Background: an optimization exercise with open tools, aiming at small area, a short achievable clock period and few clock cycles. Do not read the settings as production practice.
Only simulation tests tie the RTL to the original design; equivalence was not proved.
Power and IR drop assume default switching activity.

==> flow/design.v, too long to show whole: its modules and the start of the top module <==
// module axil_slave_port: 90 lines
// module operand_loader: 94 lines
// module mv_dot: 874 lines
// module result_reader: 17 lines
// module matvec_accel_top: 168 lines
module matvec_accel_top (
  input  logic            clk_main_a0,
  input  logic            rst_main_n_sync,
  input  logic            awvalid,
  input  axil_pkg::addr_t awaddr,
  output logic            awready,
  input  logic            wvalid,
  input  axil_pkg::word_t wdata,
  input  logic [3:0]      wstrb,
  output logic            wready,
  output logic            bvalid,
  output axil_pkg::resp_t bresp,
  input  logic            bready,
  input  logic            arvalid,
  input  axil_pkg::addr_t araddr,
  output logic            arready,
  output logic            rvalid,
  output axil_pkg::word_t rdata,
  output axil_pkg::resp_t rresp,
  input  logic            rready,
  output logic            busy
);
  // ...
==> flow/flow/run.sh <==
#!/bin/bash
set -euo pipefail
bash standard.sh synth > synth.log 2>&1
bash standard.sh SETUP_SLACK_MARGIN=9.2 finish > layout.log 2>&1
==> flow/standard.sh <==
#!/bin/bash
# synth_recipe.tcl (not shown) runs the flow's synth.tcl, then flattens the netlist and writes it again
# the make line also repeats each setting of config.mk as NAME=value (left out here)
make -C /OpenROAD-flow-scripts/flow DESIGN_CONFIG=/design/flow/config.mk WORK_HOME=/design/flow/orfs CLKGATE_MAP_FILE= SYNTH_SCRIPT=/design/flow/synth_recipe.tcl "${@:-finish}"
==> flow/config.mk <==
export PLATFORM = sky130hd
export DESIGN_NAME = matvec_accel_top
export DESIGN_NICKNAME = matvec_accel_top
export VERILOG_FILES = /design/flow/design.v
export SDC_FILE = /design/flow/constraint.sdc
export NUM_CORES = 4
export LEC_CHECK = 0
export ABC_CLOCK_PERIOD_IN_PS = 3800
export CAP_MARGIN = 20
export CORE_MARGIN = 2
export CORE_UTILIZATION = 40
export CTS_CLUSTER_DIAMETER = 100
export CTS_CLUSTER_SIZE = 25
export SLEW_MARGIN = 20
==> flow/constraint.sdc <==
create_clock -name core_clock -period 13.0 [get_ports {clk_main_a0}]
set_input_delay 2.6000 -clock core_clock [delete_from_list [all_inputs] [get_ports {clk_main_a0}]]
set_output_delay 2.6000 -clock core_clock [all_outputs]
set_load 0.01 [all_outputs]
==> metrics.md, run 1 <==
| Metric | Value |
|---|---|
| Post-synthesis cell area | 105000 um2 |
| Post-synthesis share of cell area spent on full adders, half adders and majority gates | 0.136 |
| Diode count | 29 |
| Non-CTS inverters | 725 |
| Total of flip-flops plus latches after synthesis | 3091 |
| Count of mapped cells out of synthesis | 7525 |
| Outcome | timing/DRC/antenna clean |
| Startpoint types | flip-flop |
| Die height | 515 um |
| Worst voltage drop across the vdd grid | 0.111 mV |
| Final global-route overflow total | 0 |
| DR WL/cell | 26.2 um |
| Slowest cell on the critical path | sky130_fd_sc_hd__edfxtp_1 |
| Met3 demand-to-capacity share in global routing | 0.0466 |
| Cell chosen for the clock root | sky130_fd_sc_hd__clkbuf_16 |
| Main combinational cell family by area after synthesis | adder cells |
| Met1 routing resource usage after global routing | 0.309 |
| Number of nets with antenna violations after routing | 0 |
| Switching power of the nets | 3.16 mW |
| CP Class | flip-flop to output pin |
| Depth of the CTS H-tree | 4 |
| Final HPWL from detailed placement | 221 mm |
| Launch point of the worst path | u_axil_slave_port.rdata[31] |
| Non-clock buffer share | 0.0342 |
| Area taken by multi-input logic gates | 34900 um2 |
| Clkbuf count | 234 |
| Multiplexer area fraction after synthesis | 0.0572 |
| Layout-stage area growth over the synthesis result | 12.4% |
| Worst Min Path Start | u_operand_loader.g_ring[1].ring[165] |
| Post-layout util | 0.452 |
| Dominant synthesized flop cell | sky130_fd_sc_hd__dfxtp_1 |
| Critical Path End Type | output pin |
| DR vias/cell | 4.77 |
| Met2 GRT Util | 0.335 |
Testbench counts, summed over its fixed seeds: cycles 35,231.
==> module axil_slave_port, before the edit <==
module axil_slave_port (
  input  logic            clk_main_a0,
  input  logic            rst_main_n_sync,
  input  logic            awvalid,
  input  axil_pkg::addr_t awaddr,
  output logic            awready,
  input  logic            wvalid,
  input  axil_pkg::word_t wdata,
  input  logic [3:0]      wstrb,
  output logic            wready,
  output logic            bvalid,
  output axil_pkg::resp_t bresp,
  input  logic            bready,
  input  logic            arvalid,
  input  axil_pkg::addr_t araddr,
  output logic            arready,
  output logic            rvalid,
  output axil_pkg::word_t rdata,
  output axil_pkg::resp_t rresp,
  input  logic            rready,
  output logic            wr_done,
  output logic            wr_hit_now,
  output logic            wr_nz_now,
  output logic            data_wr,
  output axil_pkg::word_t data_wdata,
  output logic            data_rd,
  input  axil_pkg::word_t rd_word,
  input  logic            rd_hold
);
  logic aw_hs, w_hs, b_hs, ar_hs;
  logic aw_have, w_have;
  logic aw_hit, ar_hit;
  logic wr_hit_q;
  axil_pkg::word_t rd_value, rdata_held;
  logic wr_fire;
  axil_pkg::word_t wd_q;
  assign bresp = axil_pkg::RESP_OKAY;
  assign rresp = axil_pkg::RESP_OKAY;
  assign aw_hs   = awvalid && awready;
  assign w_hs    = wvalid && wready;
  assign b_hs    = bvalid && bready;
  assign aw_have = !awready || aw_hs;
  assign w_have  = !wready || w_hs;
  assign wr_done = aw_have && w_have && !bvalid;
  assign aw_hit     = (awaddr == axil_pkg::DATA_REG_ADDR);
  assign wr_hit_now = aw_hs ? aw_hit : wr_hit_q;
  assign wr_nz_now  = w_hs ? (wdata != '0) : (wd_q != '0);
  always_ff @(posedge clk_main_a0) begin
    if (!rst_main_n_sync) begin
      awready <= 1'b1;
      wready  <= 1'b1;
      bvalid  <= 1'b0;
      wr_fire <= 1'b0;
    end else begin
      awready <= b_hs || (awready && !aw_hs);
      wready  <= b_hs || (wready && !w_hs);
      bvalid  <= wr_done || (bvalid && !bready);
      wr_fire <= wr_done;
    end
  end
  always_ff @(posedge clk_main_a0) begin
    if (aw_hs) begin
      wr_hit_q <= aw_hit;
    end
    if (w_hs) begin
      wd_q <= wdata;
    end
  end
  assign data_wr    = wr_fire && wr_hit_q;
  assign data_wdata = wd_q;
  assign ar_hs   = arvalid && arready;
  assign ar_hit  = (araddr == axil_pkg::DATA_REG_ADDR);
  assign data_rd = ar_hs && ar_hit;
  always_ff @(posedge clk_main_a0) begin
    if (!rst_main_n_sync) begin
      arready <= 1'b1;
      rvalid  <= 1'b0;
    end else begin
      arready <= !(ar_hs || (rvalid && !rready) || rd_hold);
      rvalid  <= ar_hs || (rvalid && !rready);
    end
  end
  assign rd_value = ar_hit ? rd_word : axil_pkg::UNIMPL_VALUE;
  always_ff @(posedge clk_main_a0) begin
    if (ar_hs) begin
      rdata_held <= rd_value;
    end
    rdata <= ar_hs ? rd_value : rdata_held;
  end
endmodule
==> module operand_loader, before the edit <==
module operand_loader (
  input  logic              clk_main_a0,
  input  logic              rst_main_n_sync,
  input  logic              data_wr,
  input  axil_pkg::word_t   data_wdata,
  output logic              last_word,
  output logic              vec_wr,
  output logic              cnt_wr,
  output logic [3:0]        ph,
  output logic [3:0]        base_m1,
  output logic [matvec_pkg::LANES*matvec_pkg::DIM*matvec_pkg::ELEM_W-1:0] head,
  output logic [matvec_pkg::LANES*matvec_pkg::DIM*matvec_pkg::ELEM_W-1:0] tail
);
  localparam int RW = matvec_pkg::DIM * matvec_pkg::ELEM_W;
  localparam int S  = matvec_pkg::SLOTS;
  localparam int LB = matvec_pkg::LANE_BITS;
  matvec_pkg::load_idx_t load_idx;
  logic mat_idx, vec_idx;
  logic vec_wr_q;
  assign last_word = (load_idx == matvec_pkg::load_idx_t'(matvec_pkg::LOAD_WORDS - 1));
  assign mat_idx   = (load_idx < matvec_pkg::load_idx_t'(matvec_pkg::MAT_WORDS));
  assign vec_idx   = !mat_idx && !last_word;
  assign vec_wr    = vec_wr_q;
  assign cnt_wr    = data_wr && last_word;
  always_ff @(posedge clk_main_a0) begin
    if (!rst_main_n_sync) begin
      load_idx <= '0;
    end else if (data_wr) begin
      if (last_word) begin
        load_idx <= '0;
      end else begin
        load_idx <= load_idx + 1'b1;
      end
    end
  end
  always_ff @(posedge clk_main_a0) begin
    if (!rst_main_n_sync) begin
      vec_wr_q <= 1'b0;
    end else begin
      vec_wr_q <= data_wr && vec_idx;
    end
  end
  logic [3:0] base;
  always_ff @(posedge clk_main_a0) begin
    if (!rst_main_n_sync) begin
      ph <= '0;
    end else begin
      ph <= (ph == 4'(S-1)) ? 4'd0 : ph + 4'd1;
    end
  end
  localparam int LEAD = (2 * (matvec_pkg::LOAD_WORDS - 1)) % S;
  always_ff @(posedge clk_main_a0) begin
    if (!rst_main_n_sync) begin
      base    <= '0;
      base_m1 <= 4'(S-1);
    end else if (data_wr && load_idx == '0) begin
      base    <= 4'((int'(ph) + LEAD) % S);
      base_m1 <= 4'((int'(ph) + LEAD + S - 1) % S);
    end
  end
  for (genvar q = 0; q < matvec_pkg::LANES; q++) begin : g_ring
    logic [S*RW-1:0] ring;
    logic [RW-1:0]   stage;
    logic            stage_in, stage_last, pend, ins;
    logic [3:0]      slot;
    always_ff @(posedge clk_main_a0) begin
      if (!rst_main_n_sync) begin
        stage_in   <= 1'b0;
        stage_last <= 1'b0;
        pend       <= 1'b0;
      end else begin
        stage_in   <= data_wr && mat_idx && (load_idx[2 +: LB] == q);
        stage_last <= data_wr && mat_idx && (load_idx[2 +: LB] == q)
                      && (load_idx[1:0] == 2'd3);
        pend       <= (pend && !ins) || (stage_in && stage_last);
      end
    end
    always_ff @(posedge clk_main_a0) begin
      if (data_wr && (load_idx[2 +: LB] == q) && (load_idx[1:0] == 2'd3)) begin
        slot <= 4'((int'(base) + int'(load_idx[5:2+LB])) % S);
      end
      if (stage_in) begin
        stage <= {data_wdata, stage[RW-1:32]};
      end
    end
    assign ins = pend && (ph == slot);
    always_ff @(posedge clk_main_a0) begin
      ring[0 +: (S-1)*RW] <= ring[RW +: (S-1)*RW];
      ring[(S-1)*RW +: RW] <= ins ? stage : ring[0 +: RW];
    end
    assign head[q*RW +: RW] = ring[0 +: RW];
    assign tail[q*RW +: RW] = ring[(S-1)*RW +: RW];
  end
endmodule
==> module matvec_accel_top, before the edit <==
module matvec_accel_top (
  input  logic            clk_main_a0,
  input  logic            rst_main_n_sync,
  input  logic            awvalid,
  input  axil_pkg::addr_t awaddr,
  output logic            awready,
  input  logic            wvalid,
  input  axil_pkg::word_t wdata,
  input  logic [3:0]      wstrb,
  output logic            wready,
  output logic            bvalid,
  output axil_pkg::resp_t bresp,
  input  logic            bready,
  input  logic            arvalid,
  input  axil_pkg::addr_t araddr,
  output logic            arready,
  output logic            rvalid,
  output axil_pkg::word_t rdata,
  output axil_pkg::resp_t rresp,
  input  logic            rready,
  output logic            busy
);
  localparam int EW = matvec_pkg::ELEM_W;
  localparam int L  = matvec_pkg::LANES;
  localparam int D  = matvec_pkg::DEPTH;
  localparam int K1 = matvec_pkg::DIM - L;
  logic  wr_done, wr_hit_now, wr_nz_now;
  logic  data_wr;
  axil_pkg::word_t data_wdata;
  logic  data_rd;
  axil_pkg::word_t rd_word;
  logic  last_word, vec_wr, cnt_wr;
  localparam int RW = matvec_pkg::DIM * EW;
  logic [L*RW-1:0] head, tail;
  logic  start, tap;
  logic  armed, rd_hold;
  logic  [3:0] ring_ph, base_m1;
  logic  sw_lo, sw_hi;
  logic  taps_on;
  logic  [3:0] ph;
  logic  v2, v3;
  logic  [2:0] g2;
  logic  last_pass;
  matvec_pkg::iter_t iter_left;
  matvec_pkg::vec_t x;
  matvec_pkg::vec_t ny, ny_d;
  logic [L*EW-1:0] y_all;
  axil_slave_port u_axil_slave_port (
    .clk_main_a0     (clk_main_a0),
    .rst_main_n_sync (rst_main_n_sync),
    .awvalid         (awvalid),
    .awaddr          (awaddr),
    .awready         (awready),
    .wvalid          (wvalid),
    .wdata           (wdata),
    .wstrb           (wstrb),
    .wready          (wready),
    .bvalid          (bvalid),
    .bresp           (bresp),
    .bready          (bready),
    .arvalid         (arvalid),
    .araddr          (araddr),
    .arready         (arready),
    .rvalid          (rvalid),
    .rdata           (rdata),
    .rresp           (rresp),
    .rready          (rready),
    .wr_done         (wr_done),
    .wr_hit_now      (wr_hit_now),
    .wr_nz_now       (wr_nz_now),
    .data_wr         (data_wr),
    .data_wdata      (data_wdata),
    .data_rd         (data_rd),
    .rd_word         (rd_word),
    .rd_hold         (rd_hold)
  );
  operand_loader u_operand_loader (
    .clk_main_a0     (clk_main_a0),
    .rst_main_n_sync (rst_main_n_sync),
    .data_wr         (data_wr),
    .data_wdata      (data_wdata),
    .ph              (ring_ph),
    .base_m1         (base_m1),
    .last_word       (last_word),
    .vec_wr          (vec_wr),
    .cnt_wr          (cnt_wr),
    .head            (head),
    .tail            (tail)
  );
  result_reader u_result_reader (
    .clk_main_a0     (clk_main_a0),
    .rst_main_n_sync (rst_main_n_sync),
    .data_rd         (data_rd),
    .result          (ny),
    .rd_word         (rd_word)
  );
  assign start     = wr_done && wr_hit_now && wr_nz_now && last_word;
  assign tap       = taps_on && (ph != 4'(D));
  assign last_pass = (iter_left == matvec_pkg::iter_t'(1));
  logic taps_on_c, go;
  assign go        = (ring_ph == base_m1);
  assign taps_on_c = (taps_on && !(tap && ph == 4'(D-1) && last_pass)) || (armed && go);
  always_ff @(posedge clk_main_a0) begin
    if (!rst_main_n_sync) begin
      busy    <= 1'b0;
      taps_on <= 1'b0;
      armed   <= 1'b0;
      v2      <= 1'b0;
      v3      <= 1'b0;
      sw_lo   <= 1'b0;
      sw_hi   <= 1'b0;
    end else begin
      v2      <= tap;
      v3      <= v2;
      sw_lo   <= v2 && g2 == 3'(D-2);
      sw_hi   <= v2 && g2 == 3'(D-1);
      taps_on <= taps_on_c || (start && go);
      armed   <= (armed && !go) || (start && !go);
      busy    <= start || armed || taps_on_c || tap;
    end
  end
  assign rd_hold = v2 && !tap;
  always_ff @(posedge clk_main_a0) begin
    if (go) begin
      ph <= '0;
    end else begin
      ph <= (ph == 4'(D)) ? 4'd0 : ph + 4'd1;
    end
  end
  always_ff @(posedge clk_main_a0) begin
    g2 <= ph[2:0];
    if (cnt_wr) begin
      iter_left <= data_wdata;
    end else if (tap && ph == 4'(D-1)) begin
      iter_left <= iter_left - 1'b1;
    end
  end
  for (genvar q = 0; q < L; q++) begin : g_lane
    mv_dot u_dot (
      .clk_main_a0 (clk_main_a0),
      .a1          (head[q*RW +: K1*EW]),
      .x1          (x[0 +: K1*EW]),
      .a2          (tail[q*RW + K1*EW +: L*EW]),
      .x2          (x[K1*EW +: L*EW]),
      .y           (y_all[q*EW +: EW])
    );
  end
  assign ny_d = {y_all, ny[matvec_pkg::DIM*EW-1 : L*EW]};
  always_ff @(posedge clk_main_a0) begin
    if (!rst_main_n_sync) begin
      ny <= '0;
    end else if (v3) begin
      ny <= ny_d;
    end
  end
  always_ff @(posedge clk_main_a0) begin
    if (vec_wr) begin
      x <= {data_wdata, x[matvec_pkg::DIM*EW-1 : 32]};
    end else begin
      if (sw_lo) begin
        x[0 +: K1*EW] <= ny_d[L*EW +: K1*EW];
      end
      if (sw_hi) begin
        x[K1*EW +: L*EW] <= y_all;
      end
    end
  end
endmodule
==> run 2, diff against run 1 <==
--- a/flow/design.v
+++ b/flow/design.v
@@ -112,10 +112,8 @@
   end
   assign rd_value = ar_hit ? rd_word : axil_pkg::UNIMPL_VALUE;
   always_ff @(posedge clk_main_a0) begin
-    if (ar_hs) begin
-      rdata_held <= rd_value;
-    end
-    rdata <= ar_hs ? rd_value : rdata_held;
+    rdata_held <= ar_hs ? rd_value : rdata;
+    rdata      <= ar_hs ? rd_value : rdata_held;
   end
 endmodule
 `default_nettype wire
@@ -127,6 +125,7 @@
   input  axil_pkg::word_t   data_wdata,
   output logic              last_word,
   output logic              vec_wr,
+  input  matvec_pkg::vec_t  vec,
   output logic              cnt_wr,
   output logic [3:0]        ph,
   output logic [3:0]        base_m1,
@@ -142,7 +141,8 @@
   assign last_word = (load_idx == matvec_pkg::load_idx_t'(matvec_pkg::LOAD_WORDS - 1));
   assign mat_idx   = (load_idx < matvec_pkg::load_idx_t'(matvec_pkg::MAT_WORDS));
   assign vec_idx   = !mat_idx && !last_word;
-  assign vec_wr    = vec_wr_q;
+  logic [matvec_pkg::LANES-1:0] stage_in_all;
+  assign vec_wr    = vec_wr_q || stage_in_all[0];
   assign cnt_wr    = data_wr && last_word;
   always_ff @(posedge clk_main_a0) begin
     if (!rst_main_n_sync) begin
@@ -201,8 +201,15 @@
       if (data_wr && (load_idx[2 +: LB] == q) && (load_idx[1:0] == 2'd3)) begin
         slot <= 4'((int'(base) + int'(load_idx[5:2+LB])) % S);
       end
-      if (stage_in) begin
-        stage <= {data_wdata, stage[RW-1:32]};
+    end
+    assign stage_in_all[q] = stage_in;
+    if (q == 0) begin : g_vec_stage
+      assign stage = vec;
+    end else begin : g_own_stage
+      always_ff @(posedge clk_main_a0) begin
+        if (stage_in) begin
+          stage <= {data_wdata, stage[RW-1:32]};
+        end
       end
     end
     assign ins = pend && (ph == slot);
@@ -1196,6 +1203,7 @@
     .base_m1         (base_m1),
     .last_word       (last_word),
     .vec_wr          (vec_wr),
+    .vec             (x),
     .cnt_wr          (cnt_wr),
     .head            (head),
     .tail            (tail)
==> metrics.md, run 2 <==
| Metric | Value |
|---|---|
| DR WL/cell | 24.3 um (was 26.2 um) |
| Outcome | timing/DRC/antenna clean (unchanged) |
| Number of flops mapped to enable cells by yosys | 328 (was 488) |
| RePlAce Congestion | 0.954 (was 0.980) |
| Layout-stage area growth over the synthesis result | 12.9% (was 12.4%) |
| Initial antenna violation count | 23 (was 37) |
| Area inside the core boundary | 253000 um2 (was 260000 um2) |
| Startpoint types | flip-flop (unchanged) |
| Horiz. Die Dim | 508 um (was 515 um) |
| Power per cell area | 128 nW/um2 (was 129 nW/um2) |
| Warnings, synthesis | 5 (unchanged) |
| DR vias/cell | 4.72 (was 4.77) |
| Count of distinct cell types in the synthesized netlist | 78 (was 72) |
| Leading post-synthesis cells by instance count | sky130_fd_sc_hd__dfxtp_1 (2667), sky130_fd_sc_hd__and2_1 (814), sky130_fd_sc_hd__nand2_1 (750) (was sky130_fd_sc_hd__dfxtp_1 (2603), sky130_fd_sc_hd__and2_1 (822), sky130_fd_sc_hd__inv_1 (721)) |
| # port buffers | 140 (unchanged) |
| Most frequent cells in the layout | sky130_fd_sc_hd__dfxtp_1 (2596), sky130_fd_sc_hd__and2_1 (800), sky130_fd_sc_hd__nand2_1 (745) (was sky130_fd_sc_hd__dfxtp_1 (2545), sky130_fd_sc_hd__and2_1 (807), sky130_fd_sc_hd__inv_1 (699)) |
| Total of flip-flops plus latches after synthesis | 2995 (was 3091) |
| Final hold slack | 299 ps (was 284 ps) |
| Maximum net fanout on the critical path | 4 (was 1) |
| Proportion of netlist area held by the largest area contributor | 0.525 (was 0.498) |
| Clk pin slew, worst setup/hold paths | 100 ps (was 90 ps) |
| First-pass iteration count of the detailed router | 6 (was 5) |
| Die outline area | 258000 um2 (was 266000 um2) |
| Max-cap violation count | 0 (unchanged) |
| Largest register by flop count | u_operand_loader.g_ring.ring (unchanged) |
| Final HPWL from detailed placement | 202 mm (was 221 mm) |
| Reg2reg setup slack | 8950 ps (was 9080 ps) |
| Fraction of power consumed by the clock network | 0.346 (was 0.351) |
| Worst skew pair latency | 880 ps (was 860 ps) |
| Wire length of the first global-routing pass | 398 mm (was 415 mm) |
| Net count of the finished layout | 8979 (was 8745) |
| Iteration-0 DRC Markers | 4575 (was 5085) |
| Residual DRC | 0 (unchanged) |
| Number of buffers inserted during clock tree synthesis | 145 (was 150) |
| Dominant synthesized flop cell | sky130_fd_sc_hd__dfxtp_1 (unchanged) |
| Number of top-level design ports | 149 (unchanged) |
| Combinational fraction of design power | 0.015 (was 0.009) |
| Post-synthesis cell area | 102000 um2 (was 105000 um2) |
| Total GRT Usage | 0.217 (was 0.225) |
| Hold crit path type | flip-flop to flip-flop (unchanged) |
| Cts hold-fix bufs | 0 (unchanged) |
| Max-Slew Margin vs Limit | 0.234 (was 0.201) |
| CTS Sinks | 2995 (was 3091) |
| Proportion of layout cells with a drive suffix above 1 | 0.127 (was 0.132) |
| Filler cells | 22765 (was 23164) |
| Critical Path End Type | flip-flop (was output pin) |
| Maximum number of pins on one net before global-route repair | 115 (was 87) |
| Total number of vias | 54854 (was 54600) |
| Number of nets with antenna violations after routing | 0 (unchanged) |
| Initial Util | 0.401 (was 0.403) |
| Depth of the CTS H-tree | 4 (unchanged) |
| Proportion of synthesized flip-flops having asynchronous set or reset | 0 (unchanged) |
| Cell chosen for the clock root | sky130_fd_sc_hd__clkbuf_16 (unchanged) |
| Post-layout minimum cycle time | 4050 ps (was 4160 ps) |
| Required arrival time at the worst endpoint | 13700 ps (was 10400 ps) |
| Switching part of the total | 0.210 (was 0.207) |
| Leakage dissipation | 45.6 nW (was 45.4 nW) |
| Commonest non-fill, non-tap cell in the layout | sky130_fd_sc_hd__dfxtp_1 (unchanged) |
| Overall routed net length | 282 mm (was 300 mm) |
| Area leader, netlist | sky130_fd_sc_hd__dfxtp_1 (unchanged) |
| Internal power summed over all cells | 11.6 mW (was 12.1 mW) |
| Final setup TNS | 0 ps (unchanged) |
| Average footprint of a synthesized cell | 13.1 um2 (was 13.9 um2) |
| CP Class | flip-flop to flip-flop (was flip-flop to output pin) |
| Number of placement rows | 185 (was 187) |
| RSZ-0062 raised after global routing | true (unchanged) |
| Count of mapped cells out of synthesis | 7775 (was 7525) |
| Worst voltage drop across the vdd grid | 0.148 mV (was 0.111 mV) |
| Post-Route Skew | 47.2 ps (was 62.8 ps) |
| Most frequent cell after synthesis | sky130_fd_sc_hd__dfxtp_1 (unchanged) |
| Fin. Hold Viols | 0 (unchanged) |
| CTS max path bufs | 3 (unchanged) |
| Fmax | 247 MHz (was 240 MHz) |
| Pin slew with the least headroom to its limit | 1150 ps (was 1190 ps) |
| Sequential share of power | 0.639 (was 0.640) |
| Number of max-slew violations in the final report | 0 (unchanged) |
| Fraction of the yosys area taken by sequential cells | 0.622 (was 0.638) |
| Share of the clock period used by the worst path after layout | 0.312 (was 0.320) |
| CTS tree | yes (unchanged) |
| Max reg flops | 2304 (unchanged) |
| Ranking of synthesized cells by area | sky130_fd_sc_hd__dfxtp_1 (52%), sky130_fd_sc_hd__fa_1 (14%), sky130_fd_sc_hd__edfxtp_1 (9.7%) (was sky130_fd_sc_hd__dfxtp_1 (50%), sky130_fd_sc_hd__edfxtp_1 (14%), sky130_fd_sc_hd__fa_1 (13%)) |
| Final global-route overflow total | 0 (unchanged) |
| Final setup viols | 0 (unchanged) |
| Via count of the first global-routing pass | 55014 (was 54845) |
| Die height | 508 um (was 515 um) |
| Switching power of the nets | 3.08 mW (was 3.16 mW) |
| Signal arrival time at the worst endpoint | 4750 ps (was 1560 ps) |
-- run 2: cells by family after synthesis --
kind of cell             after synthesis  share of synthesized area
XOR/XNOR                             520                     0.0451
AND/OR/NAND/NOR                     2038                     0.0997
buffers and inverters                915                     0.0342
adder cells (fa/ha/maj)              727                      0.140
AO/OA/AOI/OAI                        163                     0.0111
other                                  1                  0.0000369
multiplexers                         416                     0.0480
flip-flops                          2995                      0.622
-- run 2: power by group through the flow --
stage	Clock [mW]	Combinational, mW	Sequential, mW
finish	5.09	0.221	9.40
global placement	0	0.184	9.61
global route	5.55	0.239	9.40
detailed placement	0	0.190	9.62
floorplan	0	0.116	9.59
CTS	5.23	0.211	9.40
-- run 2: through the flow --
stage	cell area (um2)	instances	util	power [mW]	setup WS, ps
after floorplan	102000	7778	-	9.70	8870
after global placement	107000	11162	0.424	9.80	7070
after detailed placement	107000	11162	0.424	9.81	7000
after CTS	114000	11559	0.449	14.8	8980
after global routing	115000	11609	0.453	15.2	8720
final	115000	11620	0.453	14.7	8950
-- run 2: path summary, 6_finish.rpt --
kind | to | from | depth (start not counted)
setup / recovery | u_operand_loader.base_m1[2] | u_operand_loader.ph[0] | 20
hold / removal | u_operand_loader.g_ring[0].ring[80] | u_operand_loader.g_ring[0].ring[208] | 0
setup reg to reg | u_operand_loader.base_m1[2] | u_operand_loader.ph[0] | 20
hold reg to reg | u_operand_loader.g_ring[0].ring[80] | u_operand_loader.g_ring[0].ring[208] | 0
-- run 2: repair_timing --
item,CTS,global route
setup buffers,161,35
cloned,0,5
setup endpoints to repair,221,195
gates resized for setup,361,131
pin swaps,41,91
-- run 2: final cells by class --
cell class                 count  area (um2)  area share
sequential                  2995       63300       0.552
multi-input combinational   3869       35700       0.311
timing repair buffer         425        4440      0.0387
tap                         3366        4210      0.0367
clock buffer                 205        3880      0.0338
inverter                     709        2670      0.0233
clock inverter                31         493     0.00429
antenna                       20        50.0    0.000436
-- run 2: routing by layer --
metal	GRT usage	vias to the layer above	wire (um)
li1	-	24705	-
met1	0.311	27822	127000
met2	0.326	1908	122000
met3	0.0428	413	21400
met4	0.0787	6	11600
met5	0	-	36
-- run 2: worst max-delay path, stage by stage, from the launching register on --
cell and delay, ps:
sky130_fd_sc_hd__dfxtp_4 360, sky130_fd_sc_hd__buf_12 120, sky130_fd_sc_hd__ha_4 160, sky130_fd_sc_hd__buf_4 150, sky130_fd_sc_hd__xor2_2 180, sky130_fd_sc_hd__ha_1 250, sky130_fd_sc_hd__o21ai_4 180, sky130_fd_sc_hd__nand2_2 80
sky130_fd_sc_hd__ha_4 230, sky130_fd_sc_hd__nor3_4 220, sky130_fd_sc_hd__a31oi_4 140, sky130_fd_sc_hd__nor3_4 290, sky130_fd_sc_hd__xnor2_2 170, sky130_fd_sc_hd__ha_2 210, sky130_fd_sc_hd__nor2b_4 130, sky130_fd_sc_hd__o41a_1 180
sky130_fd_sc_hd__o21ai_2 70, sky130_fd_sc_hd__o2111a_2 170, sky130_fd_sc_hd__buf_6 120, sky130_fd_sc_hd__a222oi_1 330, sky130_fd_sc_hd__a31oi_1 150
Testbench counts of run 2, summed over its fixed seeds: cycles 35,231.

re-timing with driven ports:
How much do the figures lean on ideal ports? The routed layouts below were timed once more, with nothing changed but the port constraints.
Step 1 sets driving cells, clkbuf_16 on the clock port and buf_2 on the other inputs (assumed; they add their load-dependent delay and slew).
Step 2 times the ports against the registers' clock, not the clock port: input delays grow and output delays shrink by t, the midpoint of the rising clock arrivals with the driver on.
Three values: no drivers, after step 1, after step 2; two values: the first two.
run | t (ns) | slack for setup (ns) | hold WS [ns]
run 1 | 0.929 | 8.840 / 8.752 / 8.318 | 0.284 / 0.284 / 0.284
run 2 | 0.952 | 8.947 / 8.947 / 8.303 | 0.299 / 0.299 / 0.299
After both steps every run listed still meets setup and hold. For run 2, which loses most, drivers alone change the setup slack by 0.000 ns; drivers and shift together by -0.644 ns.
